Source: an optimization exercise on an open RTL-to-GDS flow (aim: small area, a short achievable clock period and few clock cycles). Production flows keep margins and buffers that such runs may drop. In this exercise RTL edits were held to simulation tests only and were not proved equivalent to the original.

==> flow/design.v (outline; a module is shown in full before it is edited, if it fits) <==
// module bmcs_setup: 135 lines
// module bmcs_sqtree: 1004 lines
// module bmcs_bisect: 149 lines
// module bmcs_divide1: 78 lines
// module bmcs_divide2: 83 lines
// module bezier_middle_control_solver: 106 lines
module bezier_middle_control_solver (
   input  logic                  clock,
   input  logic                  reset,
   input  logic                  req_tvalid,
   output logic                  req_tready,
   input  logic [REQ_DATA_W-1:0] req_tdata,
   output logic                  rsp_tvalid,
   input  logic                  rsp_tready,
   output logic [RSP_DATA_W-1:0] rsp_tdata
);
  // ...
==> flow/flow/run.sh <==
#!/bin/bash
# Standard layout with a tighter setup target for timing repair.
set -e
echo "export SETUP_SLACK_MARGIN = 9" >> config.mk
bash standard.sh > standard.log 2>&1
==> flow/standard.sh <==
#!/bin/bash
# synth_recipe.tcl (not shown) runs the flow's synth.tcl, then flattens the netlist and writes it again
# the make line also repeats each setting of config.mk as NAME=value (left out here)
make -C /OpenROAD-flow-scripts/flow DESIGN_CONFIG=/design/flow/config.mk WORK_HOME=/design/flow/orfs CLKGATE_MAP_FILE= SYNTH_SCRIPT=/design/flow/synth_recipe.tcl "${@:-finish}"
==> flow/config.mk <==
export PLATFORM = sky130hd
export DESIGN_NAME = bezier_middle_control_solver
export DESIGN_NICKNAME = bezier_middle_control_solver
export VERILOG_FILES = /design/flow/design.v
export SDC_FILE = /design/flow/constraint.sdc
export NUM_CORES = 8
export LEC_CHECK = 0
export CAP_MARGIN = 40
export CORE_MARGIN = 2
export CORE_UTILIZATION = 60
export SLEW_MARGIN = 40
export SETUP_SLACK_MARGIN = 9
==> flow/constraint.sdc <==
create_clock -name core_clock -period 15.0 [get_ports {clock}]
set_input_delay 3.0000 -clock core_clock [delete_from_list [all_inputs] [get_ports {clock}]]
set_output_delay 3.0000 -clock core_clock [all_outputs]
set_load 0.01 [all_outputs]
==> results.json, run 1 <==
{
  "ys.flop_type": "dfxtp_1",
  "min_period_over_period_pct": 43.2,
  "drv_cap": 0,
  "final_cells": 24900,
  "reg.largest.list": "u_bisect.c1r (114), u_bisect.c0r (111), u_bisect.c2r (109)",
  "nFlopsAndLatches": 1911,
  "n_tap_cell": 3958,
  "rows": 201,
  "syn2layout_area_growth_pct": 14.5,
  "min_period_ns": 6.48,
  "cpPeakStageDelay_ns": 0.41,
  "cts_max_level": 4,
  "clockBufferCount": 301,
  "grt_pass1_vias": 150000,
  "clk_latency_ns": 0.97,
  "final_cell_mix": "2032 x inv_1, 1765 x nand2_1, 1605 x a21oi_1",
  "min_from": "u_divide1.t[5]",
  "multi_input_comb_cells": 15600,
  "start_util_pct": 60.3,
  "outcome": "finished clean",
  "avgSynthCellArea_um2": 8.75,
  "post_drt_via_cell_ratio": 6.37,
  "drt_wl_total_mm": 644,
  "startpoint_type": "register",
  "hold_path.class": "reg -> reg",
  "clock_area_share_pct": 3.66,
  "dp_hpwl_mm": 472,
  "ys_warn_count": 4,
  "clockRootBuffer": "clkbuf_16",
  "critPathBufInv": 21,
  "crit_slowest_cell": "edfxtp_1",
  "worstPathRequired_ns": 15.81,
  "relSlewSlack_pct": 25.8,
  "clock_path_buffers": 4,
  "highest_layer": "met5",
  "wl_met3_mm": 82.3,
  "clock_skew_ns": 0.0545,
  "max_flop_register": "u_bisect.c1r",
  "place.gp.congestion": 1.03
}
Testbench counts, summed over its fixed seeds: cycles 5,640.
==> run 2: changes to the inputs <==
--- a/flow/config.mk
+++ b/flow/config.mk
@@ -7,6 +7,6 @@
 export LEC_CHECK = 0
 export CAP_MARGIN = 40
 export CORE_MARGIN = 2
-export CORE_UTILIZATION = 60
+export CORE_UTILIZATION = 40
 export SLEW_MARGIN = 40
 export SETUP_SLACK_MARGIN = 9
==> run 2 against run 1 <==
Via count rose by 0.74%. Utilization fell by 21 points. Maximum frequency fell by 3.5%. Die area rose by 50%. Clock skew rose by 0.068 ns. Global-route usage fell by 8.0 points. Highest routed layer unchanged. Routed wire length rose by 19%. Cell count rose by 9.4%. Synthesized cell count did not move. Setup slack got worse by 0.23 ns. Worst hold slack got worse by 0.0021 ns.
==> results.json, run 2 <==
{
  "outcome": "finished clean",
  "rsz0062_at_grt": "true",
  "finalSetupViolCount": 0,
  "cpMostUsedCell": "buf_6",
  "synth-xor-area-share_pct": 10.3,
  "yosysUniqueCellTypes": 111,
  "drive_above_1_share_pct": 13.8,
  "synth_compound_area_share_pct": 17.8,
  "finalSetupTns_ns": 0,
  "path_max_fanout": 17,
  "drt_first_iter_violations": 16400,
  "fill_cells": 42300,
  "core-area_um2": 450000,
  "dp_hpwl_mm": 588,
  "synth.top_cell.area_share_pct": 14.7,
  "ys_warn_count": 4,
  "synth_area_leaders": "edfxtp_1 15%, fa_1 12%, dfxtp_1 11%",
  "drt_wl_total_mm": 768,
  "drcViolationCount": 0,
  "synth_edf_count": 887,
  "multiInputGateArea_um2": 131000,
  "fmax_mhz": 149,
  "post_drt_via_cell_ratio": 5.87,
  "crit_slowest_cell": "a2111o_1",
  "hold_ws_ns": 0.416,
  "groute.usage.overall_pct": 32.1,
  "cts_max_level": 4,
  "rows": 246,
  "final_common_cell": "inv_1",
  "synth_top_family_by_area": "adder cells",
  "clk_latency_ns": 1.04,
  "maxSlewViolCount": 0,
  "grt_pass1_vias": 155000,
  "clock_path_buffers": 4,
  "syn2layout_area_growth_pct": 19.4,
  "critical_path_class": "reg -> reg",
  "firstDrtPassIters": 10,
  "synth-adder-area-share_pct": 23.5,
  "yosys.area_share.simple_pct": 14.2,
  "min_period_ns": 6.72,
  "boundaryPins": 286,
  "clock_skew_ns": 0.123,
  "hold_path.class": "reg -> reg",
  "max_flop_register": "u_bisect.c1r",
  "worstMarginPinSlew_ns": 1.10,
  "synthCells": 20700,
  "clockRootBuffer": "clkbuf_16",
  "min_period_over_period_pct": 44.8,
  "gr-total-overflow": 0,
  "cts.sinks": 1911,
  "finalHoldViolCount": 0,
  "die_h_um": 676,
  "yosys-top-cells-count": "2049 x inv_1, 1800 x nand2_1, 1749 x a21oi_1",
  "clk_pin_slew_ns": 0.06,
  "startpoint_type": "register",
  "postPlaceCellArea_um2": 190000,
  "antenna_left": 0,
  "largest_register_ffs": 114,
  "synth_seq_cells": 1911,
  "relSlewSlack_pct": 26.7,
  "cts_buffers": 238,
  "vias": 160000,
  "ff_latch_area_um2": 47200,
  "synthArstFlopShare_pct": 0,
  "critPathArrivalTime_ns": 7.36,
  "cp-end-kind": "register",
  "wl_per_cell_um": 28.2,
  "worstPathRequired_ns": 15.64,
  "grt_antenna_before_repair": 81,
  "ys.flop_type": "dfxtp_1",
  "avgSynthCellArea_um2": 8.75,
  "finish.instance_area_um2": 216000,
  "die-area_um2": 458000,
  "syn_area_um2": 181000,
  "cts_hold_buf": 0,
  "tritoncts": "done",
  "grt_max_degree": 155,
  "die_w_um": 676,
  "final_cell_mix": "2024 x inv_1, 1752 x nand2_1, 1564 x a21oi_1",
  "final_nets": 24000,
  "seq_area_frac_synth_pct": 26.1,
  "grt_pass1_wl_mm": 1090,
  "reg.largest.list": "u_bisect.c1r (114), u_bisect.c0r (111), u_bisect.c2r (109)",
  "synth_most_common_cell": "inv_1",
  "place.gp.congestion": 1.11,
  "synth_largest_area_cell": "edfxtp_1",
  "cpPeakStageDelay_ns": 0.45,
  "synthMuxAreaShare_pct": 1.25,
  "drv_cap": 0,
  "io_buffers": 278,
  "start_util_pct": 40.2
}
-- run 2: cell counts after synthesis --
Identical to the previous run, type by type.
-- run 2: worst paths after layout --
check	slack (ns)	startpoint	cells after the start	to
worst min register to register	0.42	u_divide1.t[1]	0	u_divide2.t[1]
worst max register to register	8.28	u_divide1.rx[33]	27	u_divide2.rx[30]
worst min-delay path	0.42	u_divide1.t[1]	0	u_divide2.t[1]
worst max-delay path	8.28	u_divide1.rx[33]	27	u_divide2.rx[30]
-- run 2: area by class of cell --
type / instances / area share, %
diodes: 74 / 0.0858
multi-input cells: 15600 / 60.7
clock inverters: 151 / 1.01
well taps: 5952 / 3.45
repair buffers: 1247 / 6.23
clock buffers: 300 / 3.05
flip-flops and latches: 1911 / 21.9
inverters: 2053 / 3.60
-- run 2: what timing repair did --
action | CTS | global route
pin swaps | 335 | 411
endpoints found under the setup margin | 1021 | 509
buffers inserted | 411 | 236
cloned | 47 | 19
gates resized for setup | 1122 | 828
-- run 2: cell families (layout without fill, tap and decap cells) --
logic type,count (synthesis),in the layout
xor+xnor,2120,2123
other cells,1,81
compound gates,5107,5107
flops,1911,1911
buf+inv,3190,3751
mux,197,197
fa+ha+maj,2724,2724
simple gates,5420,5425
-- run 2: layer usage --
layer | vias to the layer above | part of all wire (%) | global-route usage, %
met5 | - | 0.038 | 0
met4 | 44 | 8.0 | 20.3
met3 | 1806 | 8.7 | 6.39
met2 | 7435 | 44 | 49.8
met1 | 78800 | 39 | 40.8
li1 | 72000 | - | -
-- run 2: critical path, delay by kind of cell (launching register included) --
family / cells / cell delay (ns)
adder cells (fa/ha/maj): 2 / 0.66
AO/OA/AOI/OAI: 11 / 2.95
flip-flops: 1 / 0.44
AND/OR/NAND/NOR: 4 / 0.60
buffers and inverters: 6 / 1.04
multiplexers: 1 / 0.25
XOR/XNOR: 3 / 0.41
-- run 2: metrics by stage --
stage               worst slack (ns)  cells  util [%]
floorplan                       8.84  20700         -
global placement                5.97  26000      42.1
detailed placement              6.72  26000      42.2
CTS                             8.39  26900      46.5
global route                    8.03  27200      48.0
finish                          8.28  27300      48.0

-- afterwards: timing with drivers on the ports --
Ports are ideal in the flow. The routed layouts listed here were re-timed in OpenROAD. Step 1 sets driving cells, clkbuf_16 on the clock port and buf_2 on the other inputs (assumed; they add their load-dependent delay and slew). Step 2 also shifts input and output timing later by t, the mid clock arrival at the registers, as if the neighbouring blocks saw the same clock. a / b / c = ideal / step 1 / step 2; a / b = the first two.
| run | t, ns | slack for setup (ns) | worst slew at a driven data input, ns |
|---|---|---|---|
| run 1 | 1.057 | 8.516 / 8.516 / 8.516 | 0.07 |
| run 2 | 1.079 | 8.283 / 8.283 / 8.283 | 0.14 |
After both steps every run listed still meets setup and hold.
